This is an optimization exercise on Yosys and OpenROAD, whose aim is small area, a short achievable clock period and few clock cycles, not a production implementation. RTL that was checked went through simulation tests only; none was proved equivalent to the original. Only the layout flow was run in runs 3 and 4; the RTL was not checked for function there. No activity file was given, so power comes from the tool's default toggle rates.

--- flow/flow/run.sh ---
#!/bin/bash
# Standard ORFS layout, with plain buffers (instead of the default delay
# cells) on the input and output ports, and the input port buffers sized by
# their fanout before the first repair. Every tool's output is kept in the
# ORFS logs folder; make's own output goes to standard.log.
set -euo pipefail
export BUFFER_PORTS_ARGS="-buffer_cell sky130_fd_sc_hd__buf_1"
export PRE_RESIZE_TCL="$PWD/flow/size_inputs.tcl"
bash standard.sh > standard.log 2>&1
--- flow/flow/size_inputs.tcl ---
# Size each input port's buffer by the number of pins it drives.
set n2 0
set n4 0
foreach bterm [[ord::get_db_block] getBTerms] {
  if {[$bterm getIoType] ne "INPUT"} { continue }
  set net [$bterm getNet]
  if {$net eq "NULL"} { continue }
  foreach iterm [$net getITerms] {
    set inst [$iterm getInst]
    if {[[$inst getMaster] getName] ne "sky130_fd_sc_hd__buf_1"} { continue }
    set onet [[$inst findITerm X] getNet]
    if {$onet eq "NULL"} { continue }
    set fanout [expr {[llength [$onet getITerms]] - 1}]
    if {$fanout >= 4} {
      replace_cell [$inst getName] sky130_fd_sc_hd__buf_4
      incr n4
    } elseif {$fanout >= 2} {
      replace_cell [$inst getName] sky130_fd_sc_hd__buf_2
      incr n2
    }
  }
}
puts "size_inputs: $n2 input buffers to buf_2, $n4 to buf_4"
--- flow/standard.sh ---
#!/bin/bash
# synth_recipe.tcl (not shown) runs the flow's synth.tcl, then flattens the netlist and writes it again
# the make line also repeats each setting of config.mk as NAME=value (left out here)
make -C /OpenROAD-flow-scripts/flow DESIGN_CONFIG=/design/flow/config.mk WORK_HOME=/design/flow/orfs CLKGATE_MAP_FILE= SYNTH_SCRIPT=/design/flow/synth_recipe.tcl "${@:-finish}"
--- flow/config.mk ---
export PLATFORM = sky130hd
export DESIGN_NAME = can_rx_frame_cache_diag_latch
export DESIGN_NICKNAME = can_rx_frame_cache_diag_latch
export VERILOG_FILES = /design/flow/design.v
export SDC_FILE = /design/flow/constraint.sdc
export NUM_CORES = 4
export LEC_CHECK = 0
export CAP_MARGIN = 20
export CORE_MARGIN = 2
export CORE_UTILIZATION = 55
export CTS_CLUSTER_DIAMETER = 80
export CTS_CLUSTER_SIZE = 22
export GPL_ROUTABILITY_DRIVEN = 0
export SETUP_SLACK_MARGIN = 1.3
export SLEW_MARGIN = 20
--- flow/constraint.sdc ---
create_clock -name core_clock -period 3.5 [get_ports {aclk}]
set_input_delay 0.7000 -clock core_clock [delete_from_list [all_inputs] [get_ports {aclk}]]
set_output_delay 0.7000 -clock core_clock [all_outputs]
set_load 0.01 [all_outputs]
--- flow/design.v ---
package crfc_pkg;
    localparam int unsigned IdW      = 11;
    localparam int unsigned LenW     = 4;
    localparam int unsigned DataW    = 64;
    localparam int unsigned TimeW    = 32;
    localparam int unsigned PidW     = 8;
    localparam int unsigned ValW     = 16;
    localparam int unsigned NumSlots = 5;
    localparam int unsigned SlotIdxW = 3;
    localparam int unsigned CfgIdxW  = 3;
    localparam int unsigned STdataW = 152;
    localparam int unsigned MTdataW = 152;
    localparam int unsigned STuserW = 3;
    localparam logic [IdW-1:0] RstRpmId     = 11'h100;
    localparam logic [IdW-1:0] RstSpeedId   = 11'h110;
    localparam logic [IdW-1:0] RstCoolantId = 11'h120;
    localparam logic [IdW-1:0] RstGearId    = 11'h121;
    localparam logic [IdW-1:0] RstFuelId    = 11'h32F;
    localparam logic [IdW-1:0] RstDiagId    = 11'h746;
    localparam logic [7:0] SessMinByte0 = 8'h02;
    localparam logic [7:0] SessByte1    = 8'h50;
    localparam logic [7:0] SessByte2    = 8'h80;
    localparam logic [7:0] ReadByte1    = 8'h61;
    localparam logic [LenW-1:0] SessMinLen = 4'd3;
    localparam logic [LenW-1:0] ReadMinLen = 4'd5;
    localparam logic [LenW-1:0] MaxLen     = 4'd8;
    typedef enum logic [2:0] {
        MODE_FRAME     = 3'd0,
        MODE_SESS_REQ  = 3'd1,
        MODE_READ_REQ  = 3'd2,
        MODE_TAKE_SESS = 3'd3,
        MODE_TAKE_READ = 3'd4,
        MODE_GET_SLOT  = 3'd5
    } mode_t;
    typedef enum logic [CfgIdxW-1:0] {
        REG_RPM_ID     = 3'd0,
        REG_SPEED_ID   = 3'd1,
        REG_COOLANT_ID = 3'd2,
        REG_GEAR_ID    = 3'd3,
        REG_FUEL_ID    = 3'd4,
        REG_DIAG_ID    = 3'd5
    } cfg_reg_t;
    typedef enum logic {
        ST_IDLE = 1'b0,
        ST_RESP = 1'b1
    } state_t;
    typedef struct packed {
        logic                hit;
        logic [SlotIdxW-1:0] idx;
    } match_t;
    typedef struct packed {
        logic [LenW-1:0]  len;
        logic [DataW-1:0] payload;
        logic [TimeW-1:0] stamp;
    } slot_entry_t;
endpackage
module crfc_id_match (
    input  logic [crfc_pkg::NumSlots-1:0][crfc_pkg::IdW-1:0] id_list,
    input  logic [crfc_pkg::IdW-1:0]                          key,
    output crfc_pkg::match_t                                  match
);
    always_comb begin
        match.hit = 1'b0;
        match.idx = '0;
        for (int k = crfc_pkg::NumSlots - 1; k >= 0; k--) begin
            if (id_list[k] == key) begin
                match.hit = 1'b1;
                match.idx = crfc_pkg::SlotIdxW'(k);
            end
        end
    end
endmodule
module crfc_slot_mem (
    input  logic                           aclk,
    input  logic                           aresetn,
    input  logic                           wr_en,
    input  logic [crfc_pkg::SlotIdxW-1:0]  wr_idx,
    input  crfc_pkg::slot_entry_t          wr_data,
    input  logic                           rd_en,
    input  logic [crfc_pkg::SlotIdxW-1:0]  rd_idx,
    output logic                           rd_valid,
    output crfc_pkg::slot_entry_t          rd_data
);
    logic [crfc_pkg::LenW+crfc_pkg::DataW+crfc_pkg::TimeW-1:0] slot_mem [0:crfc_pkg::NumSlots-1];
    logic [crfc_pkg::NumSlots-1:0] valid_reg, valid_next;
    logic                          rd_valid_reg;
    crfc_pkg::slot_entry_t         rd_data_reg;
    always_comb begin
        valid_next = valid_reg;
        if (wr_en) begin
            valid_next[wr_idx] = 1'b1;
        end
    end
    always_ff @(posedge aclk) begin
        if (!aresetn) begin
            valid_reg <= '0;
        end else begin
            valid_reg <= valid_next;
        end
    end
    always_ff @(posedge aclk) begin
        if (wr_en) begin
            slot_mem[wr_idx] <= wr_data;
        end
        if (rd_en) begin
            rd_data_reg  <= slot_mem[rd_idx];
        end
    end
    always_ff @(posedge aclk) begin
        if (!aresetn) begin
            rd_valid_reg <= 1'b0;
        end else if (rd_en) begin
            rd_valid_reg <= valid_reg[rd_idx];
        end
    end
    assign rd_valid = rd_valid_reg;
    assign rd_data  = rd_valid_reg ? rd_data_reg : '0;
endmodule
module can_rx_frame_cache_diag_latch (
    input  logic                            aclk,
    input  logic                            aresetn,
    input  logic                            s_tvalid,
    output logic                            s_tready,
    input  logic [crfc_pkg::STdataW-1:0]    s_tdata,
    input  logic [crfc_pkg::STuserW-1:0]    s_tuser,
    output logic                            m_tvalid,
    input  logic                            m_tready,
    output logic [crfc_pkg::MTdataW-1:0]    m_tdata,
    input  logic                            cfg_wr_en,
    input  logic [crfc_pkg::CfgIdxW-1:0]    cfg_index,
    input  logic [crfc_pkg::IdW-1:0]        cfg_data
);
    localparam int N = crfc_pkg::NumSlots;
    logic [10:0] in_id, in_lookup;
    logic [3:0]  in_len;
    logic [63:0] in_data;
    logic [7:0]  in_pid;
    logic [31:0] in_now;
    assign in_id     = s_tdata[10:0];
    assign in_len    = s_tdata[32:29];
    assign in_data   = s_tdata[96:33];
    assign in_pid    = s_tdata[104:97];
    assign in_lookup = s_tdata[115:105];
    assign in_now    = s_tdata[147:116];
    logic [N-1:0][10:0] slot_id;
    logic [10:0]        diag_id;
    always_ff @(posedge aclk) begin
        if (!aresetn) begin
            slot_id[0] <= crfc_pkg::RstRpmId;
            slot_id[1] <= crfc_pkg::RstSpeedId;
            slot_id[2] <= crfc_pkg::RstCoolantId;
            slot_id[3] <= crfc_pkg::RstGearId;
            slot_id[4] <= crfc_pkg::RstFuelId;
            diag_id    <= crfc_pkg::RstDiagId;
        end else if (cfg_wr_en) begin
            for (int k = 0; k < N; k++)
                if (cfg_index == 3'(k)) slot_id[k] <= cfg_data;
            if (cfg_index == 3'd5) diag_id <= cfg_data;
        end
    end
    logic m_valid;
    logic accept;
    logic is_frame, is_sess_req, is_read_req, is_take_sess, is_take_read, is_get_slot;
    assign s_tready = !m_valid || m_tready;
    assign accept   = s_tvalid && s_tready;
    assign is_frame     = (s_tuser == 3'd0);
    assign is_sess_req  = (s_tuser == 3'd1);
    assign is_read_req  = (s_tuser == 3'd2);
    assign is_take_sess = (s_tuser == 3'd3);
    assign is_take_read = (s_tuser == 3'd4);
    assign is_get_slot  = (s_tuser == 3'd5);
    logic [N-1:0] rx_eq, lk_eq, rx_sel, lk_first;
    logic         rx_hit;
    always_comb begin
        for (int k = 0; k < N; k++) begin
            rx_eq[k] = (slot_id[k] == in_id);
            lk_eq[k] = (slot_id[k] == in_lookup);
        end
        for (int k = 0; k < N; k++) begin
            rx_sel[k]   = rx_eq[k];
            lk_first[k] = lk_eq[k];
            for (int j = 0; j < k; j++) begin
                if (rx_eq[j]) rx_sel[k]   = 1'b0;
                if (lk_eq[j]) lk_first[k] = 1'b0;
            end
        end
    end
    assign rx_hit = |rx_eq;
    logic [3:0]  new_len;
    logic [63:0] new_data;
    always_comb begin
        new_len = in_len[3] ? 4'd8 : in_len;
        for (int b = 0; b < 8; b++)
            new_data[8*b +: 8] = (in_len > 4'(b)) ? in_data[8*b +: 8] : 8'h00;
    end
    logic [N-1:0]       slot_valid;
    logic [3:0]         slot_len   [N];
    logic [63:0]        slot_data  [N];
    logic [31:0]        slot_time  [N];
    always_ff @(posedge aclk) begin
        if (!aresetn) begin
            slot_valid <= '0;
        end else if (accept && is_frame) begin
            slot_valid <= slot_valid | rx_sel;
        end
    end
    always_ff @(posedge aclk) begin
        for (int k = 0; k < N; k++) begin
            if (accept && is_frame && rx_sel[k]) begin
                slot_len[k]  <= new_len;
                slot_data[k] <= new_data;
                slot_time[k] <= in_now;
            end
        end
    end
    logic diag_hit, sess_reply, read_reply;
    assign diag_hit   = !rx_hit && (in_id == diag_id);
    assign sess_reply = (in_len >= 4'd3) && (|in_data[7:1])
                     && (in_data[15:8] == 8'h50) && (in_data[23:16] == 8'h80);
    assign read_reply = (in_len >= 4'd5) && (in_data[15:8] == 8'h61);
    logic        sess_flag, read_flag;
    logic [7:0]  read_pid;
    logic [15:0] read_val;
    logic [31:0] last_rx;
    logic        take_read_ok;
    assign take_read_ok = read_flag && (read_pid == in_pid);
    always_ff @(posedge aclk) begin
        if (!aresetn) begin
            sess_flag <= 1'b0;
            read_flag <= 1'b0;
            read_pid  <= '0;
            read_val  <= '0;
            last_rx   <= '0;
        end else if (accept) begin
            if (is_frame) begin
                last_rx <= in_now;
                if (diag_hit && sess_reply) begin
                    sess_flag <= 1'b1;
                end else if (diag_hit && read_reply) begin
                    read_flag <= 1'b1;
                    read_pid  <= in_data[23:16];
                    read_val  <= {in_data[31:24], in_data[39:32]};
                end
            end
            if (is_sess_req || is_take_sess) sess_flag <= 1'b0;
            if (is_read_req || (is_take_read && take_read_ok)) read_flag <= 1'b0;
        end
    end
    logic [N-1:0] nxt_sel;
    logic [N-1:0] sel_hold;
    logic [7:0][N-1:0] sel_q;
    logic [7:0]   keep;
    logic         res_val, res_ok;
    assign nxt_sel = is_get_slot ? (lk_first & slot_valid) : '0;
    assign keep[0] = m_valid || s_tvalid;
    assign keep[1] = m_valid;
    assign keep[2] = !m_tready;
    assign keep[3] = m_valid && !m_tready;
    assign keep[4] = !m_tready || s_tvalid;
    assign keep[5] = m_valid || cfg_wr_en;
    assign keep[6] = !m_tready || cfg_wr_en;
    assign keep[7] = (m_valid && !m_tready) || s_tvalid;
    always_ff @(posedge aclk) begin
        if (accept) sel_hold <= nxt_sel;
        for (int c = 0; c < 8; c++)
            sel_q[c] <= accept ? nxt_sel : (sel_hold & {N{keep[c]}});
        if (accept) begin
            res_val <= is_take_read && take_read_ok;
            res_ok  <= (is_take_sess && sess_flag) || (is_take_read && take_read_ok)
                    || (|nxt_sel);
        end
    end
    always_ff @(posedge aclk) begin
        if (!aresetn) begin
            m_valid <= 1'b0;
        end else begin
            m_valid <= (accept && (is_take_sess || is_take_read || is_get_slot))
                    || (m_valid && !m_tready);
        end
    end
    logic [99:0] slot_word [N];
    logic [99:0] o_word;
    logic [99:0] word_sel  [N];
    always_comb begin
        o_word = '0;
        for (int k = 0; k < N; k++) begin
            slot_word[k] = {slot_time[k], slot_len[k], slot_data[k]};
            for (int i = 0; i < 100; i++)
                word_sel[k][i] = sel_q[(i * 8) / 100][k];
            o_word = o_word | (slot_word[k] & word_sel[k]);
        end
    end
    assign m_tvalid = m_valid;
    assign m_tdata  = {3'b000, last_rx, o_word, read_val & {16{res_val}}, res_ok};
endmodule
==> results of run 1 <==
## layout make-up
| type | instances | area (um2) |
|---|---|---|
| Clock buffer | 63 | 1120 |
| Clock inverter | 8 | 96.3 |
| Fill cell | 3553 | 16600 |
| Inverter | 7 | 27.5 |
| Multi-Input combinational cell | 1070 | 6720 |
| Sequential cell | 677 | 18700 |
| Tap cell | 607 | 759 |
| Timing Repair Buffer | 374 | 2330 |
## per-stage QoR
| step | util | TNS (ns) | instances | total power [mW] | setup slack, ns |
|---|---|---|---|---|---|
| final | 0.643 | 0 | 2806 | 14.4 | 1.12 |
| after global placement | 0.597 | 0 | 2709 | 9.68 | 0.419 |
| after floorplan | - | -176.85 | 1876 | 9.33 | -0.976 |
| after CTS | 0.639 | 0 | 2795 | 14.5 | 1.08 |
| after global routing | 0.643 | 0 | 2806 | 14.9 | 1.02 |
| after detailed placement | 0.604 | 0 | 2709 | 9.74 | 0.466 |
## power by group
part           total, mW  internal (mW)  leakage, nW  switching (mW)
sequential          8.74           8.65         5.98          0.0952
combinational      0.819          0.308         3.91           0.512
clock               4.88           2.30        0.592            2.58
total               14.4           11.3         10.5            3.18
## worst register-to-register path, stage by stage (launching register included)
cell and delay [ns]:
dfxtp_1 0.34, xor2_1 0.16, nor4_1 0.41, nand3_2 0.24, nand3_4 0.18, nor3_4 0.06, buf_12 0.13, bufbuf_16 0.32
o21a_1 0.19
## routing by layer
layer  wire, um  global-route usage  up-vias
met4       1410              0.0660        0
met1      28300               0.387     8400
met2      33600               0.458      635
li1           -                   -     7644
met3       4670              0.0396       99
met5          0                   0        -
## repair_timing
action | in CTS | in global routing
gates resized for setup | 78 | 24
setup buffers | 11 | 10
pin swaps | 42 | 46
cloned | 4 | 1
endpoints found under the setup margin | 387 | 527
## how the worst max path moves through the flow
stage                  endpoint        start  slack (ns)
2_1_floorplan   slot_data[3][0]   s_tdata[6]       -0.98
3_3_place_gp   slot_data[1][32]  s_tdata[10]        0.42
3_5_place_dp   slot_data[1][31]   s_tuser[1]        0.47
4_1_cts            m_tdata[113]    sel_q[35]        1.08
5_1_grt            m_tdata[115]    sel_q[35]        1.02
6_report            m_tdata[90]    sel_q[25]        1.12
## sequential cells by signal, indices dropped and copies added, names as in the netlist
register / flops
slot_time: 160
res_val: 1
slot_id: 55
sel_q: 40
last_rx: 32
m_valid: 1
sel_hold: 5
slot_valid: 5
slot_data: 320
diag_id: 11
read_flag: 1
read_pid: 8
sess_flag: 1
read_val: 16
slot_len: 20
res_ok: 1
## synth_stat cells, types with 2 or more instances
master | number | area, um2
edfxtp_1 | 507 | 15200
nand2_1 | 318 | 1190
dfxtp_1 | 170 | 3400
a21oi_1 | 109 | 546
a222oi_1 | 100 | 1000
a22oi_1 | 100 | 751
clkbuf_1 | 78 | 293
xor2_1 | 73 | 639
nor2b_1 | 61 | 382
xnor2_1 | 56 | 490
nand4_1 | 39 | 244
nand3_1 | 36 | 180
a21o_1 | 32 | 240
and2_1 | 26 | 163
buf_2 | 25 | 125
nor2_1 | 20 | 75.1
o21ai_0 | 18 | 90.1
nor3_1 | 17 | 85.1
nor4_1 | 17 | 106
buf_1 | 14 | 52.6
o21ai_1 | 8 | 40.0
inv_1 | 5 | 18.8
o21a_1 | 5 | 37.5
and3_1 | 4 | 25.0
buf_4 | 4 | 30.0
and4_1 | 3 | 26.3
or2_2 | 3 | 18.8
or4_1 | 3 | 22.5
a211oi_1 | 2 | 15.0
a31oi_1 | 2 | 12.5
inv_2 | 2 | 7.51
nand2b_1 | 2 | 12.5
nor2_2 | 2 | 12.5
## cells in the final DEF, fill, tap and decap left out, drive strengths merged, types with 2 or more instances in the layout
cell	synthesis	routed
nand2	318	318
a21oi	109	109
and3	4	4
a222oi	100	100
xor2	73	73
and4	3	3
a31oi	2	2
nor4	17	17
o21a	5	5
nor4b	2	2
clkbuf	79	72
a22oi	100	100
nor2	22	22
o21ai	26	26
dfxtp	170	170
xnor2	56	56
a211oi	2	2
nand2b	2	2
and2	26	26
nor2b	61	61
nand3	36	36
inv	7	11
nand4	39	39
clkinv	0	3
conb	1	3
or2	3	3
nor3	19	19
or4	3	3
edfxtp	507	507
a21o	32	32
buf	43	364
## kinds of logic after synthesis
family	Yosys count
DFF	677
AOI/OAI and AO/OA	379
and+or+nand+nor	559
other	1
buffers and inverters	129
xor gates and xnor gates	129
==> metrics.md, run 1 <==
| Metric | Value |
|---|---|
| Drt first pass iters | `8` |
| Hold path cells | `1` |
| Reg-to-reg startpoint | `slot_id[5]` |
| Die width | `220 um` |
| Area of the mapped netlist | `approximately 26000 um2` |
| FF-to-FF setup slack | `between 1 and 1.5 ns` |
| Largest net degree at the start of global routing | `72` |
| Cells after Synth | `1874` |
| Critical path cell sequence | `a222oi_1, nand2_1, buf_1` |
| Cell area after layout | `29800 um2` |
| Wire per inst | `24.2 um` |
| Max Freq | `0.420 GHz` |
| Final worst path period share | `0.680` |
| Fraction of layout cells with a size suffix above 1 | `0.150` |
| Max Cap Viol | `0` |
| Synth Register Bits | `677` |
| # diodes | `0` |
| CP Launch Type | `flop` |
| Netlist cell types | `46` |
| Detailed-route via count | `between 15000 and 20000` |
| Xor and xnor fraction of the mapped netlist area | `0.0440` |
| Primary FF master, synth | `edfxtp_1` |
| Slew @ Worst Pin | `just under 0.8 ns` |
| Die Footprint | `48500 um2` |
| Critical path's top delay family | `flip-flops` |
| Final slew viol count | `0` |
| H-tree depth | `2` |
| CP bufs+invs | `1` |
| Antenna-violating nets left | `0` |
| Reg-to-reg endpoint | `slot_valid[4]` |
| Initial Util | `0.554` |
| Worst clock skew | `0.0262 ns` |
| CP Depth | `3` |
| Status | `complete, no violations` |
| Pleak | `10.5 nW` |
| Pwr/cell area | `485 nW/um2` |
| Asr flop ratio synth | `0` |
| Multiplexer share of the synthesized area | `0` |
| Critical path class | `reg -> out` |
| R2R cell count | `8` |
| Post-DP Area | `roughly 28000 um2` |
| Synthesized area per cell | `~14 um2` |
| Hold Crit Class | `in -> reg` |
| Clock-pin slew of the registers on the worst-case setup and hold paths | `0.09 ns` |
| Slew HR | `0.477` |
| Min-Delay Startpoint | `s_tdata[126]` |
| Hold Buf Count CTS | `0` |
| Die H | `approximately 220 um` |
| Seq/Total Area, Yosys | `0.725` |
| Clock Root Buffer | `clkbuf_16` |
| Core Area | `46400 um2` |
| Synth Area in Simple Gates | `0.103` |
| Row count | `79` |
| Maximum root-to-sink buffer count | `3` |
| CP endpoint kind | `output port` |
| Synth warnings | `6` |
| DP HPWL | `42400 um` |
| Crit path time final | `2.38 ns` |
| Routed wire length | `68000 um` |
| Worst skew pair latency | `0.58 ns` |
| DR vias/cell | `5.98` |
| Fin. Hold Viols | `0` |
| Compound-Gate Fraction of Synth Area | `0.107` |
| EDFF count, synth | `507` |
| Initial antenna violation count | `0` |
| Largest family of logic cells by synthesized area | `compound AO/OA/AOI/OAI gates` |
| RSZ-0062 raised after global routing | `true` |
| Clock sink total | `677` |
| Hold slack | `0.339 ns` |
| Worst vdd ir | `between 0.4 and 0.5 mV` |
| Final setup fails | `0` |
| Layout Nets | `2343` |
| CP Data Required Time | `2.80 ns` |
| First-pass GRT wire length | `98900 um` |
| CP max stage delay | `0.42 ns` |
| Global route overflow | `0` |
| Top Ports | `between 300 and 400` |
| PortBufs | `302` |
| Adder-cell share of the synthesized area | `0` |
| Drt drc | `0` |
| Number of DRC markers in iteration 0 | `roughly 1900` |
| TritonCTS Buffers | `39` |
| CTS tree | `done` |
| Worst EP arrival | `1.68 ns` |
| Critical path's slowest cell | `dfxtp_4` |
| Crit Path Max Fanout | `12` |
| GRT Total Usage | `0.276` |
| Area Overhead vs Synth | `15.9%` |
| Hold endpoint | `slot_time[1][10]` |
| Vias in the first global route | `15887` |
Testbench counts, summed over its fixed seeds: cycles 12,008.
==> run 2, diff against run 1 <==
--- a/flow/config.mk
+++ b/flow/config.mk
@@ -9,7 +9,6 @@
 export CORE_MARGIN = 2
 export CORE_UTILIZATION = 55
-export CTS_CLUSTER_DIAMETER = 80
-export CTS_CLUSTER_SIZE = 22
-export GPL_ROUTABILITY_DRIVEN = 0
+export CTS_CLUSTER_DIAMETER = 70
+export CTS_CLUSTER_SIZE = 18
 export SETUP_SLACK_MARGIN = 1.3
 export SLEW_MARGIN = 20
==> run 2 against run 1 <==
  * Critical path depth up 1
  * Core utilization up 0.73 points
  * First-iteration DRC count down 3.4%
  * Maximum frequency down 0.50%
  * Synthesized area unchanged
  * Clock skew down 0.0088 ns
  * Non-clock buffer count up 9
  * Still clean on timing, DRC and antenna
==> metrics.md, run 2 <==
| Metric | Value |
|---|---|
| Status | `complete, no violations` |
| RSZ-0062 raised after global routing | `true` |
| Die Footprint | `48500 um2 (unchanged)` |
| Die H | `220 um (unchanged)` |
| TritonCTS Buffers | `45 (+15%)` |
| Drt drc | `0 (unchanged)` |
| Hold Buf Count CTS | `0 (unchanged)` |
| Vias in the first global route | `16065 (+1.1%)` |
| Die width | `220 um (unchanged)` |
| Crit path time final | `2.39 ns (+0.0121 ns)` |
| Largest area contributor in the netlist | `edfxtp_1` |
| Worst EP arrival | `1.69 ns (about the same)` |
| Initial Util | `0.554 (unchanged)` |
| Slew HR | `0.480 (+0.00332)` |
| Commonest non-fill, non-tap cell in the layout | `edfxtp_1` |
| Multi-input gate area | `6740 um2 (+0.32%)` |
| Antenna-violating nets left | `0 (unchanged)` |
| Register Area | `18700 um2 (about the same)` |
| Wire per inst | `24.5 um (+1.2%)` |
| EDFF count, synth | `507 (unchanged)` |
| Area Overhead vs Synth | `17.2%` |
| Largest register FFs | `320 (unchanged)` |
| Global route overflow | `0 (unchanged)` |
| Hold Crit Class | `in -> reg` |
| Synth warnings | `6 (unchanged)` |
| DP HPWL | `42400 um (unchanged)` |
| Met3 wire len | `5030 um (+7.7%)` |
| Top Metal Used | `met4` |
| Fillers | `3543 (-0.28%)` |
| Detailed-route via count | `16863 (+0.51%)` |
| Post-Route Utilization | `0.650 (+0.00731)` |
| Crit Path Max Fanout | `6 (-6)` |
| Most frequent cells in the layout | `507 x edfxtp_1, 318 x nand2_1, 156 x buf_1, 129 x dfxtp_1, 121 x buf_4` |
| Clock-pin slew of the registers on the worst-case setup and hold paths | `0.08 ns (about the same)` |
| Worst vdd ir | `0.350 mV (-23%)` |
| Slew @ Worst Pin | `0.777 ns (-0.00496 ns)` |
| Metal2 WL | `33700 um (+0.20%)` |
| Biggest regs | `slot_data x320, slot_time x160, slot_id x55` |
| Synthesized area per cell | `13.7 um2 (unchanged)` |
| PortBufs | `302 (unchanged)` |
| Area of the mapped netlist | `25700 um2 (unchanged)` |
| Count leader, synth | `edfxtp_1` |
| Critical path class | `reg -> out` |
| Critical path's slowest cell | `dfxtp_4` |
| Setup WS pre-CTS | `0.466 ns (unchanged)` |
| Clock sink total | `677 (unchanged)` |
| H-tree depth | `2 (unchanged)` |
| Top cells by count, synth | `507 x edfxtp_1, 318 x nand2_1, 170 x dfxtp_1, 109 x a21oi_1` |
| Synth Register Bits | `677 (unchanged)` |
| Post-synth top area share | `0.592 (unchanged)` |
| Critical path cell sequence | `buf_12, a222oi_1, nand2_1, clkbuf_2` |
| Final slew viol count | `0 (unchanged)` |
| Primary FF master, synth | `edfxtp_1` |
| Worst skew pair latency | `0.60 ns (+0.02 ns)` |
| CP max stage delay | `0.36 ns (-0.06 ns)` |
| Row count | `79 (unchanged)` |
| CP Data Required Time | `2.80 ns (about the same)` |
| Area contributors post-synth | `edfxtp_1 59%, dfxtp_1 13%, nand2_1 4.6%` |
| CP Launch Type | `flop` |
| Cells after Synth | `1874 (unchanged)` |
| Fraction of layout cells with a size suffix above 1 | `0.162 (+0.0126)` |
| Number of DRC markers in iteration 0 | `1807 (-3.4%)` |
| Largest net degree at the start of global routing | `72 (unchanged)` |
| Netlist cell types | `46 (unchanged)` |
| DR vias/cell | `5.97 (-0.20%)` |
| Pleak | `10.7 nW (+1.8%)` |
| Met1 wire length | `28600 um (+1.1%)` |
| Max Freq | `0.418 GHz (-0.50%)` |
| Core Area | `46400 um2 (unchanged)` |
| Asr flop ratio synth | `0 (unchanged)` |
| Seq/Total Area, Yosys | `0.725 (unchanged)` |
| Final setup fails | `0 (unchanged)` |
| Pwr/cell area | `489 nW/um2 (+0.81%)` |
| Routability congestion estimate | `0.887` |
| Clock Root Buffer | `clkbuf_16` |
| Fin. Hold Viols | `0 (unchanged)` |
| # diodes | `0 (unchanged)` |
| GRT Total Usage | `0.280 (+0.00438)` |
| Initial antenna violation count | `0 (unchanged)` |
| Layout Nets | `2358 (+0.64%)` |
| First-pass GRT wire length | `99900 um (+0.96%)` |
| Drt first pass iters | `9 (+1)` |
| Worst clock skew | `0.0174 ns (-0.00880 ns)` |
| Max Cap Viol | `0 (unchanged)` |
| CTS tree | `done` |
| Top Ports | `328 (unchanged)` |
| Final worst path period share | `0.684 (+0.00345)` |
| Largest Register | `slot_data` |
| CP endpoint kind | `output port` |
| Maximum root-to-sink buffer count | `3 (unchanged)` |
| Setup ws final | `1.11 ns (-0.0121 ns)` |
| Routed wire length | `69300 um (+1.9%)` |
run 2: cell counts after synthesis:
Identical to the previous run, type by type.
run 2: cell families after synthesis:
family                    count (synthesis)  synth area share
buffers and inverters                   129            0.0207
AOI/OAI and AO/OA                       379             0.107
xor gates and xnor gates                129            0.0440
and+or+nand+nor                         559             0.103
DFF                                     677             0.725
other                                     1          0.000146
run 2: path summary, 6_finish.rpt:
kind	start	end	slack (ns)	depth (start not counted)
hold reg to reg	last_rx[17]	last_rx[17]	0.46	2
hold / removal	s_tdata[122]	slot_time[1][6]	0.32	1
setup / recovery	sel_q[10]	m_tdata[50]	1.11	4
setup reg to reg	slot_id[41]	sel_q[18]	1.38	7
run 2: stage by stage:
| stage | hold slack (ns) | TNS, ns | cells | instance area (um2) | power [mW] |
|---|---|---|---|---|---|
| 6_report | 0.315 | 0 | 2826 | 30100 | 14.7 |
| 3_5_place_dp | 0.445 | 0 | 2709 | 28000 | 9.74 |
| 3_3_place_gp | 0.438 | 0 | 2709 | 27700 | 9.68 |
| 2_1_floorplan | 0.428 | -176.85 | 1876 | 25900 | 9.33 |
| 5_1_grt | 0.301 | 0 | 2826 | 30100 | 15.2 |
| 4_1_cts | 0.292 | 0 | 2814 | 29900 | 14.8 |
run 2: cell type report:
| type | instances | area share |
|---|---|---|
| flip-flops and latches | 677 | 0.622 |
| multi-input cells | 1070 | 0.224 |
| repair buffers | 383 | 0.0839 |
| clock buffers | 74 | 0.0417 |
| well taps | 607 | 0.0252 |
| clock inverters | 8 | 0.00253 |
| inverters | 7 | 0.000914 |
run 2: where the power goes:
part	switching (mW)	total, mW	internal (mW)
registers	0.0911	8.74	8.64
clock network	2.65	5.14	2.49
logic	0.525	0.846	0.321
total	3.26	14.7	11.5
run 2: timing repair:
item,4_1_cts,5_1_grt
pin swaps,45,68
gates resized for setup,92,47
setup buffers,17,11
setup endpoints to repair,422,341
cloned,6,1
run 2: per-layer routing:
layer / vias up / GRT usage
li1: 7678 / -
met1: 8390 / 0.391
met2: 687 / 0.459
met3: 108 / 0.0432
met4: 0 / 0.0817
met5: - / 0
run 2: worst max-delay path, delay by kind of cell, from the launching register on:
kind / cells / cell delay (ns)
compound gates: 1 / 0.36
buf+inv: 2 / 0.28
flops: 1 / 0.36
simple gates: 1 / 0.10
==> run 3, diff against run 2 <==
--- a/flow/design.v
+++ b/flow/design.v
@@ -249,6 +249,6 @@
     logic [N-1:0] nxt_sel;
     logic [N-1:0] sel_hold;
-    logic [7:0][N-1:0] sel_q;
-    logic [7:0]   keep;
+    logic [5:0][N-1:0] sel_q;
+    logic [5:0]   keep;
     logic         res_val, res_ok;
     assign nxt_sel = is_get_slot ? (lk_first & slot_valid) : '0;
@@ -259,9 +259,7 @@
     assign keep[4] = !m_tready || s_tvalid;
     assign keep[5] = m_valid || cfg_wr_en;
-    assign keep[6] = !m_tready || cfg_wr_en;
-    assign keep[7] = (m_valid && !m_tready) || s_tvalid;
     always_ff @(posedge aclk) begin
         if (accept) sel_hold <= nxt_sel;
-        for (int c = 0; c < 8; c++)
+        for (int c = 0; c < 6; c++)
             sel_q[c] <= accept ? nxt_sel : (sel_hold & {N{keep[c]}});
         if (accept) begin
@@ -287,5 +285,5 @@
             slot_word[k] = {slot_time[k], slot_len[k], slot_data[k]};
             for (int i = 0; i < 100; i++)
-                word_sel[k][i] = sel_q[(i * 8) / 100][k];
+                word_sel[k][i] = sel_q[(i * 6) / 100][k];
             o_word = o_word | (slot_word[k] & word_sel[k]);
         end
--- a/flow/config.mk
+++ b/flow/config.mk
@@ -9,6 +9,6 @@
 export CORE_MARGIN = 2
 export CORE_UTILIZATION = 55
-export CTS_CLUSTER_DIAMETER = 70
-export CTS_CLUSTER_SIZE = 18
+export CTS_CLUSTER_DIAMETER = 80
+export CTS_CLUSTER_SIZE = 22
 export SETUP_SLACK_MARGIN = 1.3
 export SLEW_MARGIN = 20
==> run 3 against run 2 <==
  * Final area decreased by 2.2%
  * Synthesized cell count decreased by 0.37%
  * Highest routed layer unchanged
  * Non-clock buffer count decreased by 10
  * Core utilization decreased by 0.37 points
  * Sequential power decreased by 1%
  * Critical path type unchanged
  * Clock power decreased by 11%
  * Largest power group unchanged
  * Hold slack improved by 0.018 ns
  * Worst setup slack got worse by 0.076 ns
==> metrics.md, run 3 <==
| Metric | Value |
|---|---|
| GRT Total Usage | `0.268 (-0.0125)` |
| # diodes | `0 (unchanged)` |
| Largest register FFs | `320 (unchanged)` |
| Crit Path Max Fanout | `8 (+2)` |
| Final slew viol count | `0 (unchanged)` |
| TritonCTS Buffers | `37 (-18%)` |
| Synthesized area per cell | `13.7 um2 (-0.38%)` |
| Top cells by count, synth | `507 x edfxtp_1, 326 x nand2_1, 160 x dfxtp_1, 107 x a21oi_1` |
| Clock Root Buffer | `clkbuf_16` |
| Max Freq | `0.405 GHz (-3.1%)` |
| Drt first pass iters | `6 (-3)` |
| RSZ-0062 raised after global routing | `true` |
| Detailed-route via count | `16413 (-2.7%)` |
| DR vias/cell | `5.92 (-0.84%)` |
| Layout Nets | `2319 (-1.7%)` |
| Worst clock skew | `0.0169 ns (-0.000488 ns)` |
| Largest net degree at the start of global routing | `61 (-15%)` |
| Die H | `219 um (-0.37%)` |
| Slew HR | `0.275 (-0.205)` |
| Max Cap Viol | `0 (unchanged)` |
| Netlist cell types | `49 (+6.5%)` |
| Hold slack | `0.333 ns (+0.0182 ns)` |
| Global route overflow | `0 (unchanged)` |
| Seq pwr share | `0.614 (+0.021)` |
| Setup TNS | `0 ns (unchanged)` |
| Biggest regs | `slot_data x320, slot_time x160, slot_id x55` |
| Largest area contributor in the netlist | `edfxtp_1` |
| Setup WS pre-CTS | `0.482 ns (+0.0163 ns)` |
| Post-synth top area share | `0.597 (+0.00448)` |
| Final setup fails | `0 (unchanged)` |
| Most frequent cells in the layout | `507 x edfxtp_1, 326 x nand2_1, 174 x buf_1, 127 x dfxtp_1, 107 x a21oi_1` |
| Clock-pin slew of the registers on the worst-case setup and hold paths | `0.09 ns (about the same)` |
| Sw Ratio | `0.219 (-0.00236)` |
| Die width | `219 um (-0.37%)` |
| Number of DRC markers in iteration 0 | `1949 (+7.9%)` |
| EDFF count, synth | `507 (unchanged)` |
| Critical path class | `reg -> out` |
| Initial Util | `0.560 (+0.00528)` |
| Clock power share | `0.328 (-0.021)` |
| H-tree depth | `2 (unchanged)` |
| Worst EP arrival | `1.77 ns (+0.08 ns)` |
| Largest Register | `slot_data` |
| Die Footprint | `48100 um2 (-0.73%)` |
| Antenna-violating nets left | `0 (unchanged)` |
| Commonest non-fill, non-tap cell in the layout | `edfxtp_1` |
| Internal power | `10.9 mW (-4.4%)` |
| Wire per inst | `23.9 um (-2.5%)` |
| Fin. Hold Viols | `0 (unchanged)` |
| CP Data Required Time | `2.80 ns (about the same)` |
| Synth Register Bits | `667 (-1.5%)` |
| Core Area | `45600 um2 (-1.7%)` |
| Worst skew pair latency | `0.58 ns (-0.02 ns)` |
| Status | `complete, no violations` |
| CP endpoint kind | `output port` |
| Cells after Synth | `1867 (-0.37%)` |
| Seq/Total Area, Yosys | `0.723 (-0.00237)` |
| Top Ports | `328 (unchanged)` |
| Drt drc | `0 (unchanged)` |
| Maximum root-to-sink buffer count | `3 (unchanged)` |
| CP Launch Type | `flop` |
| Worst vdd ir | `0.337 mV (-3.6%)` |
| Crit path time final | `2.47 ns (+0.0762 ns)` |
| Initial antenna violation count | `0 (unchanged)` |
| PortBufs | `302 (unchanged)` |
| Area of the mapped netlist | `25500 um2 (-0.75%)` |
| Combinational share of power | `0.058 (about the same)` |
| Hold Crit Class | `in -> reg` |
| Vias in the first global route | `15794 (-1.7%)` |
| Area contributors post-synth | `edfxtp_1 60%, dfxtp_1 13%, nand2_1 4.8%` |
| Routability congestion estimate | `0.863 (-2.6%)` |
| Row count | `78 (-1.3%)` |
| Sw power | `3.07 mW (-5.7%)` |
| Pleak | `10.3 nW (-3.7%)` |
| Synth warnings | `6 (unchanged)` |
| Primary FF master, synth | `edfxtp_1` |
| Clock sink total | `667 (-1.5%)` |
| Setup ws final | `1.03 ns (-0.0762 ns)` |
| Final worst path period share | `0.705 (+0.0218)` |
| Pwr/cell area | `476 nW/um2 (-2.5%)` |
| Asr flop ratio synth | `0 (unchanged)` |
| Count leader, synth | `edfxtp_1` |
| Fraction of layout cells with a size suffix above 1 | `0.145 (-0.0173)` |
| Area Overhead vs Synth | `15.5%` |
| Hold Buf Count CTS | `0 (unchanged)` |
| Slew @ Worst Pin | `1.08 ns (+0.306 ns)` |
| Post-Route Utilization | `0.646 (-0.00370)` |
| CTS tree | `done` |
| Routed wire length | `66300 um (-4.3%)` |
| First-pass GRT wire length | `95800 um (-4.0%)` |
| DP HPWL | `40700 um (-4.0%)` |
-- run 3: cell types whose count changed after synthesis, moves of 5 or more --
cell | previous run | this run
a21o_1 | 32 | 19
and2b_1 | 0 | 5
buf_1 | 14 | 6
clkbuf_1 | 78 | 97
dfxtp_1 | 170 | 160
nand2_1 | 318 | 326
o21ai_0 | 18 | 25
o21ai_1 | 8 | 0
xnor2_1 | 56 | 49
xor2_1 | 73 | 79
-- run 3: critical path: stages, from the launching register on --
cell	delay, ns
dfxtp_4	0.41
buf_8	0.15
a222oi_1	0.37
nand2_1	0.10
buf_1	0.15
-- run 3: cells by family after synthesis --
logic type,count (synthesis),share of synthesized area
flip-flops,667,0.723
AO/OA/AOI/OAI,365,0.104
XOR/XNOR,129,0.0446
other,1,0.000147
AND/OR/NAND/NOR,563,0.104
buffers and inverters,142,0.0239
-- run 3: layout make-up --
cell class,count,area (um2)
repair buffers,373,2390
fillers,3478,16100
well taps,600,751
multi-input cells,1060,6630
inverters,6,23.8
clock inverters,8,61.3
flip-flops and latches,667,18500
clock buffers,60,1050
-- run 3: stage by stage --
stage / total power [mW] / instance area [um2] / cells
3_3_place_gp: 9.53 / 27300 / 2677
2_1_floorplan: 9.21 / 25700 / 1869
5_1_grt: 14.5 / 29400 / 2774
6_report: 14.0 / 29400 / 2774
3_5_place_dp: 9.59 / 27600 / 2677
4_1_cts: 14.1 / 29000 / 2752
-- run 3: what timing repair did --
item / CTS / global route
endpoints found under the setup margin: 258 / 430
buffers inserted: 5 / 18
pin swaps: 26 / 50
gates cloned: 2 / 4
gates resized for setup: 67 / 67
-- run 3: final timing paths --
path	start	to	slack [ns]	depth (start not counted)
setup / recovery	sel_q[15]	m_tdata[78]	1.03	4
hold / removal	s_tdata[132]	slot_time[3][16]	0.33	1
setup reg to reg	slot_id[46]	slot_data[4][59]	1.37	6
hold reg to reg	last_rx[16]	last_rx[16]	0.46	2
-- run 3: routing by layer --
metal / track usage / vias up / part of all wire
met4: 0.0775 / 0 / 0.024
met3: 0.0295 / 86 / 0.061
met5: 0 / - / 0
met2: 0.445 / 595 / 0.50
li1: - / 7559 / -
met1: 0.375 / 8173 / 0.42
-- run 3: power groups by stage --
stage,sequential [mW],clock (mW),combinational [mW]
after floorplan,8.75,0,0.454
after global placement,8.81,0,0.718
after detailed placement,8.81,0,0.774
after CTS,8.61,4.68,0.783
after global routing,8.61,4.96,0.884
final,8.61,4.60,0.819
==> run 4, diff against run 3 <==
--- a/flow/design.v
+++ b/flow/design.v
@@ -249,6 +249,6 @@
     logic [N-1:0] nxt_sel;
     logic [N-1:0] sel_hold;
-    logic [5:0][N-1:0] sel_q;
-    logic [5:0]   keep;
+    logic [11:0][N-1:0] sel_q;
+    logic [11:0]  keep;
     logic         res_val, res_ok;
     assign nxt_sel = is_get_slot ? (lk_first & slot_valid) : '0;
@@ -259,7 +259,13 @@
     assign keep[4] = !m_tready || s_tvalid;
     assign keep[5] = m_valid || cfg_wr_en;
+    assign keep[6] = !m_tready || cfg_wr_en;
+    assign keep[7] = (m_valid && !m_tready) || s_tvalid;
+    assign keep[8] = (m_valid && !m_tready) || cfg_wr_en;
+    assign keep[9] = m_valid || !aresetn;
+    assign keep[10] = !m_tready || !aresetn;
+    assign keep[11] = (m_valid && !m_tready) || !aresetn;
     always_ff @(posedge aclk) begin
         if (accept) sel_hold <= nxt_sel;
-        for (int c = 0; c < 6; c++)
+        for (int c = 0; c < 12; c++)
             sel_q[c] <= accept ? nxt_sel : (sel_hold & {N{keep[c]}});
         if (accept) begin
@@ -285,5 +291,5 @@
             slot_word[k] = {slot_time[k], slot_len[k], slot_data[k]};
             for (int i = 0; i < 100; i++)
-                word_sel[k][i] = sel_q[(i * 6) / 100][k];
+                word_sel[k][i] = sel_q[(i * 12) / 100][k];
             o_word = o_word | (slot_word[k] & word_sel[k]);
         end
==> run 4 against run 3 <==
  * Clock skew down 0.0054 ns
  * Maximum frequency up 1.1%
  * Count of clock-buffer cells in the layout up 2
  * Critical path depth unchanged
  * Critical endpoint is now m_tdata[93]
  * Largest cell class unchanged
  * Largest power group unchanged
==> metrics.md, run 4 <==
| Metric | Value |
|---|---|
| Final setup fails | `0 (unchanged)` |
| Primary FF master, synth | `edfxtp_1` |
| R2R cell count | `7 (+1)` |
| Die width | `223 um (+1.6%)` |
| Area of the mapped netlist | `26300 um2 (+3.3%)` |
| Reg-to-reg endpoint | `res_ok` |
| Drt drc | `0 (unchanged)` |
| Routability congestion estimate | `0.890 (+3.1%)` |
| Synthesized area per cell | `13.5 um2 (-1.0%)` |
| Cells after Synth | `1949 (+4.4%)` |
| Die Footprint | `49700 um2 (+3.2%)` |
| Die H | `223 um (+1.6%)` |
| Area contributors post-synth | `edfxtp_1 58%, dfxtp_1 14%, nand2_1 4.8%` |
| Core Area | `47500 um2 (+4.3%)` |
| GRT Total Usage | `0.276 (+0.00876)` |
| Antenna-violating nets left | `0 (unchanged)` |
| Crit path time final | `2.44 ns (-0.0268 ns)` |
| Status | `complete, no violations` |
| Detailed-route via count | `17273 (+5.2%)` |
| Adder-cell share of the synthesized area | `0 (unchanged)` |
| Setup TNS | `0 ns (unchanged)` |
| Largest Register | `slot_data` |
| Vias in the first global route | `16524 (+4.6%)` |
| Critical path class | `reg -> out` |
| Worst skew pair latency | `0.58 ns (about the same)` |
| Slew @ Worst Pin | `0.725 ns (-0.358 ns)` |
| Synth Area in Simple Gates | `0.105 (+0.00107)` |
| Commonest non-fill, non-tap cell in the layout | `edfxtp_1` |
| RSZ-0062 raised after global routing | `true` |
| Crit Path Max Fanout | `6 (-2)` |
| Top Ports | `328 (unchanged)` |
| Slew HR | `0.516 (+0.241)` |
| Hold Buf Count CTS | `0 (unchanged)` |
| Worst clock skew | `0.0115 ns (-0.00541 ns)` |
| Critical path's slowest cell | `dfxtp_4` |
| Xor and xnor fraction of the mapped netlist area | `0.0429 (-0.00171)` |
| Hold path cells | `1 (unchanged)` |
| Final worst path period share | `0.698 (-0.00765)` |
| Initial Util | `0.554 (-0.00542)` |
| Clock-pin slew of the registers on the worst-case setup and hold paths | `0.09 ns (about the same)` |
| Wire per inst | `24.4 um (+1.9%)` |
| Layout Nets | `2424 (+4.5%)` |
| PortBufs | `302 (unchanged)` |
| Routed wire length | `70500 um (+6.3%)` |
| Area Overhead vs Synth | `16.1%` |
| Combinational share of power | `0.062 (+0.004)` |
| DR vias/cell | `5.97 (+0.88%)` |
| TritonCTS Buffers | `38 (+2.7%)` |
| Clock power share | `0.324 (-0.004)` |
| CP Capture Point | `m_tdata[93]` |
| Most frequent cells in the layout | `507 x edfxtp_1, 338 x nand2_1, 139 x buf_1, 127 x dfxtp_1, 123 x buf_4` |
| Fraction of layout cells with a size suffix above 1 | `0.179 (+0.0343)` |
| Largest area contributor in the netlist | `edfxtp_1` |
| Compound-Gate Fraction of Synth Area | `0.103 (-0.00126)` |
| Largest net degree at the start of global routing | `79 (+30%)` |
| Clock Root Buffer | `clkbuf_16` |
| Hold Crit Class | `in -> reg` |
| Largest register FFs | `320 (unchanged)` |
| Global route overflow | `0 (unchanged)` |
| CTS tree | `done` |
| Post-Route Utilization | `0.643 (-0.00295)` |
| Sw Ratio | `0.219 (about the same)` |
| CP endpoint kind | `output port` |
| FF-to-FF setup slack | `1.35 ns (-0.02 ns)` |
| Final slew viol count | `0 (unchanged)` |
| Netlist cell types | `49 (unchanged)` |
| Drt first pass iters | `6 (unchanged)` |
| Internal power | `11.4 mW (+4.4%)` |
| Synth warnings | `6 (unchanged)` |
| Initial antenna violation count | `8 (+8)` |
| Worst vdd ir | `0.361 mV (+7.0%)` |
| Seq/Total Area, Yosys | `0.722 (about the same)` |
| Post-synth top area share | `0.578 (-0.0191)` |
| Maximum root-to-sink buffer count | `3 (unchanged)` |
| First-pass GRT wire length | `102000 um (+6.7%)` |
| Row count | `80 (+2.6%)` |
| Clock sink total | `697 (+4.5%)` |
| Worst EP arrival | `1.74 ns (-0.03 ns)` |
| Largest family of logic cells by synthesized area | `simple AND/OR/NAND/NOR gates` |
| Max Cap Viol | `0 (unchanged)` |
| Pwr/cell area | `479 nW/um2 (+0.59%)` |
| Sw power | `3.21 mW (+4.5%)` |
| Multiplexer share of the synthesized area | `0.000427 (+0.000427)` |
| EDFF count, synth | `507 (unchanged)` |
| Fin. Hold Viols | `0 (unchanged)` |
| Seq pwr share | `0.613 (about the same)` |
| Asr flop ratio synth | `0 (unchanged)` |
| Crit. Startpoint | `sel_q[45]` |
| DP HPWL | `45000 um (+10%)` |
| Pleak | `10.6 nW (+3.6%)` |
| Biggest regs | `slot_data x320, slot_time x160, sel_q x60` |
| Number of DRC markers in iteration 0 | `1979 (+1.5%)` |
| Synth Register Bits | `697 (+4.5%)` |
| Critical path cell sequence | `buf_6, a222oi_1, nand2_1, buf_2` |
| Count leader, synth | `edfxtp_1` |
| CP Launch Type | `flop` |
| Max Freq | `0.409 GHz (+1.1%)` |
| Reg-to-reg startpoint | `slot_id[13]` |
| H-tree depth | `2 (unchanged)` |
| CP max stage delay | `0.38 ns (-0.03 ns)` |
| Top cells by count, synth | `507 x edfxtp_1, 339 x nand2_1, 190 x dfxtp_1, 108 x a21oi_1` |
| CP Data Required Time | `2.80 ns (about the same)` |
==> run 4: cell count changes in the layout (fill, tap and decap cells not counted), moves of 19 or more <==
cell	before	now
buf_2	49	80
xor2_1	79	48
dfxtp_2	3	39
a21o_1	19	0
xnor2_1	49	76
buf_1	174	139
o21ai_0	25	62
==> run 4: area by class of cell <==
cell class	count	area, um2
timing repair buffer	399	2630
fill	3631	17000
clock inverter	5	38.8
tap	615	769
antenna	2	5.00
inverter	8	33.8
sequential	697	19200
multi-input combinational	1106	6830
clock buffer	62	1100
==> run 4: what timing repair did <==
item	in CTS	in global routing
resized for setup	127	68
endpoints found under the hold margin	0	0
gates cloned	2	4
endpoints found under the setup margin	533	506
pin swaps	73	84
buffers inserted	19	10
==> run 4: routing by layer <==
layer	vias to the layer above	GRT usage	routed length, um
met3	116	0.0566	5390
met1	8561	0.382	29500
met2	708	0.449	33800
met4	12	0.0775	1750
li1	7876	-	-
met5	-	0	79
==> run 4: logic make-up after synthesis <==
| logic type | Yosys count |
|---|---|
| AO/OA/AOI/OAI | 384 |
| XOR/XNOR | 129 |
| buffers and inverters | 148 |
| flip-flops | 697 |
| multiplexers | 1 |
| other | 1 |
| AND/OR/NAND/NOR | 589 |
==> run 4: power groups by stage <==
stage | Clock [mW] | Combinational (mW) | Sequential [mW]
2_1_floorplan | 0 | 0.508 | 9.11
3_3_place_gp | 0 | 0.815 | 9.19
3_5_place_dp | 0 | 0.868 | 9.19
4_1_cts | 4.86 | 0.891 | 8.99
5_1_grt | 5.14 | 0.983 | 8.99
6_report | 4.75 | 0.912 | 8.98
==> run 4: how the worst min path moves through the flow <==
stage	start	to
after global routing	s_tdata[117]	slot_time[4][1]
after floorplan	slot_valid[4]	slot_valid[4]
after CTS	s_tdata[117]	slot_time[0][1]
after global placement	last_rx[21]	last_rx[21]
final	s_tdata[128]	slot_time[2][12]
after detailed placement	last_rx[1]	last_rx[1]
==> run 4: critical path: cells and delay by family, from the launching register on <==
family,cells,cell delay [ns]
buf+inv,2,0.30
flops,1,0.38
simple gates,1,0.15
compound gates,1,0.34
==> run 4: per-stage QoR <==
step / std cells / hold WS [ns] / setup slack, ns / power, mW / instance area (um2)
after floorplan: 1951 / 0.440 / -1.01 / 9.62 / 26500
after global placement: 2790 / 0.441 / 0.326 / 10.0 / 28400
after detailed placement: 2790 / 0.448 / 0.527 / 10.1 / 28700
after CTS: 2878 / 0.308 / 1.06 / 14.7 / 30200
after global routing: 2894 / 0.313 / 1.01 / 15.1 / 30600
final: 2894 / 0.341 / 1.06 / 14.6 / 30600
==> run 5, diff against run 4 <==
--- a/flow/design.v
+++ b/flow/design.v
@@ -249,6 +249,6 @@
     logic [N-1:0] nxt_sel;
     logic [N-1:0] sel_hold;
-    logic [11:0][N-1:0] sel_q;
-    logic [11:0]  keep;
+    logic [7:0][N-1:0] sel_q;
+    logic [7:0]   keep;
     logic         res_val, res_ok;
     assign nxt_sel = is_get_slot ? (lk_first & slot_valid) : '0;
@@ -261,11 +261,7 @@
     assign keep[6] = !m_tready || cfg_wr_en;
     assign keep[7] = (m_valid && !m_tready) || s_tvalid;
-    assign keep[8] = (m_valid && !m_tready) || cfg_wr_en;
-    assign keep[9] = m_valid || !aresetn;
-    assign keep[10] = !m_tready || !aresetn;
-    assign keep[11] = (m_valid && !m_tready) || !aresetn;
     always_ff @(posedge aclk) begin
         if (accept) sel_hold <= nxt_sel;
-        for (int c = 0; c < 12; c++)
+        for (int c = 0; c < 8; c++)
             sel_q[c] <= accept ? nxt_sel : (sel_hold & {N{keep[c]}});
         if (accept) begin
@@ -291,5 +287,5 @@
             slot_word[k] = {slot_time[k], slot_len[k], slot_data[k]};
             for (int i = 0; i < 100; i++)
-                word_sel[k][i] = sel_q[(i * 12) / 100][k];
+                word_sel[k][i] = sel_q[(i * 8) / 100][k];
             o_word = o_word | (slot_word[k] & word_sel[k]);
         end
==> flow/flow/run.sh (replaced) <==
#!/bin/bash
# Standard ORFS layout, with plain buffers (instead of the default delay
# cells) on the input and output ports. Every tool's output is kept in the
# ORFS logs folder; make's own output goes to standard.log.
set -euo pipefail
export BUFFER_PORTS_ARGS="-buffer_cell sky130_fd_sc_hd__buf_1"
bash standard.sh > standard.log 2>&1
removed: flow/flow/size_inputs.tcl
==> run 5 against run 4 <==
  * Still clean
  * Critical path type unchanged
  * Routed wire length down 2.6%
  * Clock power about the same
  * Sequential cell count down 20
  * Largest cell class unchanged
==> metrics.md, run 5 <==
| Metric | Value |
|---|---|
| Crit path time final | `2.42 ns (-0.0232 ns)` |
| Detailed-route via count | `16751 (-3.0%)` |
| Core Area | `46400 um2 (-2.5%)` |
| Area contributors post-synth | `edfxtp_1 59%, dfxtp_1 13%, nand2_1 4.6%` |
| Most frequent cells in the layout | `507 x edfxtp_1, 318 x nand2_1, 266 x buf_1, 128 x dfxtp_1, 109 x a21oi_1` |
| Sw power | `3.14 mW (-2.4%)` |
| Pwr/cell area | `483 nW/um2 (+0.81%)` |
| Seq pwr share | `0.612 (about the same)` |
| Maximum root-to-sink buffer count | `3 (unchanged)` |
| Hold Crit Class | `in -> reg` |
| Initial antenna violation count | `3 (-5)` |
| Vias in the first global route | `16122 (-2.4%)` |
| Fin. Hold Viols | `0 (unchanged)` |
| CP Capture Point | `m_tdata[83]` |
| Critical path class | `reg -> out` |
| Synthesized area per cell | `13.7 um2 (+1.4%)` |
| Slew @ Worst Pin | `0.740 ns (+0.0154 ns)` |
| H-tree depth | `2 (unchanged)` |
| Clock-pin slew of the registers on the worst-case setup and hold paths | `0.09 ns (about the same)` |
| Status | `complete, no violations` |
| Post-DP Area | `27700 um2 (-3.3%)` |
| Worst vdd ir | `0.376 mV (+4.1%)` |
| Biggest regs | `slot_data x320, slot_time x160, slot_id x55` |
| Die Footprint | `48500 um2 (-2.4%)` |
| CTS tree | `done` |
| PortBufs | `302 (unchanged)` |
| Row count | `79 (-1.3%)` |
| Global route overflow | `0 (unchanged)` |
| Clock sink total | `677 (-2.9%)` |
| Count leader, synth | `edfxtp_1` |
| Netlist cell types | `46 (-6.1%)` |
| Die width | `220 um (-1.2%)` |
| CP Launch Type | `flop` |
| Final worst path period share | `0.691 (-0.00662)` |
| Area of the mapped netlist | `25700 um2 (-2.5%)` |
| Largest Register | `slot_data` |
| Final setup fails | `0 (unchanged)` |
| GRT Total Usage | `0.276 (-0.000651)` |
| Die H | `220 um (-1.2%)` |
| Internal power | `11.1 mW (-2.6%)` |
| Cells after Synth | `1874 (-3.8%)` |
| Seq/Total Area, Yosys | `0.725 (+0.00274)` |
| Antenna-violating nets left | `0 (unchanged)` |
| Primary FF master, synth | `edfxtp_1` |
| DP HPWL | `42300 um (-5.9%)` |
| Crit Path Max Fanout | `4 (-2)` |
| Crit. Startpoint | `sel_q[25]` |
| Worst clock skew | `0.0260 ns (+0.0145 ns)` |
| Routability congestion estimate | `0.887 (-0.40%)` |
| Drt first pass iters | `6 (unchanged)` |
| Largest net degree at the start of global routing | `72 (-8.9%)` |
| Top cells by count, synth | `507 x edfxtp_1, 318 x nand2_1, 170 x dfxtp_1, 109 x a21oi_1` |
| R2R cell count | `6 (-1)` |
| CP Data Required Time | `2.80 ns (about the same)` |
| Top Ports | `328 (unchanged)` |
| Commonest non-fill, non-tap cell in the layout | `edfxtp_1` |
| Routed wire length | `68600 um (-2.6%)` |
| Min-Delay Startpoint | `s_tdata[67]` |
| Sw Ratio | `0.220 (+0.000334)` |
| FF-to-FF setup slack | `1.35 ns (about the same)` |
| Synth warnings | `6 (unchanged)` |
| Area Overhead vs Synth | `15.0%` |
| Wire per inst | `24.5 um (+0.37%)` |
| Number of DRC markers in iteration 0 | `1790 (-9.6%)` |
| Clock Root Buffer | `clkbuf_16` |
| Setup ws final | `1.08 ns (+0.0232 ns)` |
| Reg-to-reg endpoint | `res_ok` |
| Final slew viol count | `0 (unchanged)` |
| CP endpoint kind | `output port` |
| First-pass GRT wire length | `98600 um (-3.5%)` |
| Initial Util | `0.554 (about the same)` |
| Fraction of layout cells with a size suffix above 1 | `0.108 (-0.0709)` |
| Worst skew pair latency | `0.59 ns (about the same)` |
| DR vias/cell | `5.97 (about the same)` |
| Largest area contributor in the netlist | `edfxtp_1` |
| Max Freq | `0.413 GHz (+0.96%)` |
| Synth Register Bits | `677 (-2.9%)` |
| Post-synth top area share | `0.592 (+0.0147)` |
| Largest register FFs | `320 (unchanged)` |
| Slew HR | `0.505 (-0.0111)` |
| RSZ-0062 raised after global routing | `true` |
| Reg-to-reg startpoint | `slot_id[6]` |
| Asr flop ratio synth | `0 (unchanged)` |
| EDFF count, synth | `507 (unchanged)` |
| TritonCTS Buffers | `38 (unchanged)` |
| Layout Nets | `2343 (-3.3%)` |
| Cell area after layout | `29600 um2 (-3.4%)` |
| Hold Buf Count CTS | `0 (unchanged)` |
| Drt drc | `0 (unchanged)` |
| Clock power share | `0.332 (+0.008)` |
| Combinational share of power | `0.055 (-0.007)` |
| Setup WS pre-CTS | `0.406 ns (-0.121 ns)` |
| Max Cap Viol | `0 (unchanged)` |
| Pleak | `10.2 nW (-4.5%)` |
| Worst EP arrival | `1.72 ns (-0.02 ns)` |
==> run 5: changes by cell type in the layout (fill, tap and decap cells not counted), moves of 6 or more <==
cell,delta
clkbuf_2,-6
buf_12,-7
a21o_1,+32
xnor2_1,-20
buf_1,+127
buf_2,-58
xor2_1,+25
o21ai_0,-44
nand2_1,-20
nor3_1,+6
buf_6,-8
nor2_1,-6
buf_4,-75
dfxtp_2,-21
==> run 5: worst min-delay path by stage <==
stage,to,slack [ns],depth (start not counted)
6_report,read_val[2],0.37,3
5_1_grt,read_val[2],0.36,3
4_1_cts,read_val[2],0.34,3
3_5_place_dp,slot_valid[3],0.45,1
3_3_place_gp,slot_valid[3],0.44,1
2_1_floorplan,slot_valid[3],0.43,1
==> run 5: cells by family after synthesis <==
logic type | Yosys count | share of synthesized area
flops | 677 | 0.725
simple gates | 559 | 0.103
compound gates | 379 | 0.107
xor+xnor | 129 | 0.0440
buf+inv | 129 | 0.0207
other cells | 1 | 0.000146
==> run 5: area by class of cell <==
| class | instances | area (um2) |
|---|---|---|
| Inverter | 7 | 27.5 |
| Tap cell | 607 | 759 |
| Sequential cell | 677 | 18700 |
| Clock inverter | 7 | 82.6 |
| Antenna cell | 2 | 5.00 |
| Timing Repair Buffer | 375 | 2100 |
| Multi-Input combinational cell | 1070 | 6760 |
| Clock buffer | 62 | 1080 |
| Fill cell | 3631 | 16800 |
==> run 5: critical path, stage by stage, from the launching register on <==
cell and delay, ns:
dfxtp_4 0.37, buf_6 0.13, a222oi_1 0.32, nand2_1 0.15
buf_1 0.16
==> run 5: power by group through the flow <==
| stage | combinational [mW] | sequential (mW) | clock, mW |
|---|---|---|---|
| floorplan | 0.458 | 8.87 | 0 |
| global placement | 0.741 | 8.94 | 0 |
| detailed placement | 0.755 | 8.94 | 0 |
| CTS | 0.775 | 8.74 | 4.86 |
| global route | 0.859 | 8.75 | 5.14 |
| finish | 0.791 | 8.74 | 4.74 |
==> run 5: stage by stage <==
stage	cells	power (mW)	setup TNS [ns]	util	hold WS (ns)
floorplan	1876	9.33	-176.85	-	0.428
global placement	2709	9.68	0	0.597	0.438
detailed placement	2709	9.69	0	0.597	0.445
CTS	2792	14.4	0	0.632	0.338
global route	2807	14.7	0	0.638	0.363
finish	2807	14.3	0	0.638	0.369
==> run 5: timing repair <==
item / CTS / global route
gates resized for setup: 101 / 37
endpoints found under the setup margin: 644 / 472
buffers inserted: 10 / 9
cloned: 4 / 4
pin swaps: 38 / 43
==> run 5: per-layer routing <==
| metal | vias to the layer above | global-route usage | routed length (um) |
|---|---|---|---|
| met4 | 2 | 0.0877 | 2090 |
| met1 | 8375 | 0.382 | 28600 |
| met3 | 111 | 0.0465 | 4680 |
| li1 | 7645 | - | - |
| met5 | - | 0 | 9 |
| met2 | 618 | 0.449 | 33300 |
Testbench counts of run 5, summed over its fixed seeds: cycles 12,008.

-- separate check: timing with driven ports --
The flow's constraints put no driver on any port. The routed layouts listed below were extracted and timed again, unchanged, in two steps.
Step 1 (the two cells are an assumption about what drives the block):
set clk [get_ports {aclk}]
set_driving_cell -lib_cell sky130_fd_sc_hd__clkbuf_16 $clk
set_driving_cell -lib_cell sky130_fd_sc_hd__buf_2 [delete_from_list [all_inputs] $clk]
Step 2 also shifts input and output timing later by t, the mid clock arrival at the registers, as if the neighbouring blocks saw the same clock.
Three values: no drivers, after step 1, after step 2; two values: the first two.
run | t, ns | setup slack, ns | worst hold slack (ns) | clock arrival spread, ns | cell pins on the clock port's net
run 1 | 0.627 | 1.119 / 1.062 / 0.731 | 0.339 / 0.309 / 0.455 | 0.026 / 0.027 | 1
run 2 | 0.651 | 1.107 / 1.044 / 0.756 | 0.315 / 0.282 / 0.455 | 0.021 / 0.021 | 1
run 3 | 0.631 | 1.031 / 0.970 / 0.771 | 0.333 / 0.298 / 0.457 | 0.017 / 0.017 | 1
run 4 | 0.635 | 1.058 / 0.996 / 0.723 | 0.341 / 0.307 / 0.459 | 0.015 / 0.015 | 1
run 5 | 0.638 | 1.081 / 1.016 / 0.771 | 0.369 / 0.332 / 0.459 | 0.026 / 0.026 | 1
After both steps setup and hold are still met in every run listed. For run 1, which loses most, drivers alone change the setup slack by -0.057 ns; drivers and shift together by -0.388 ns.
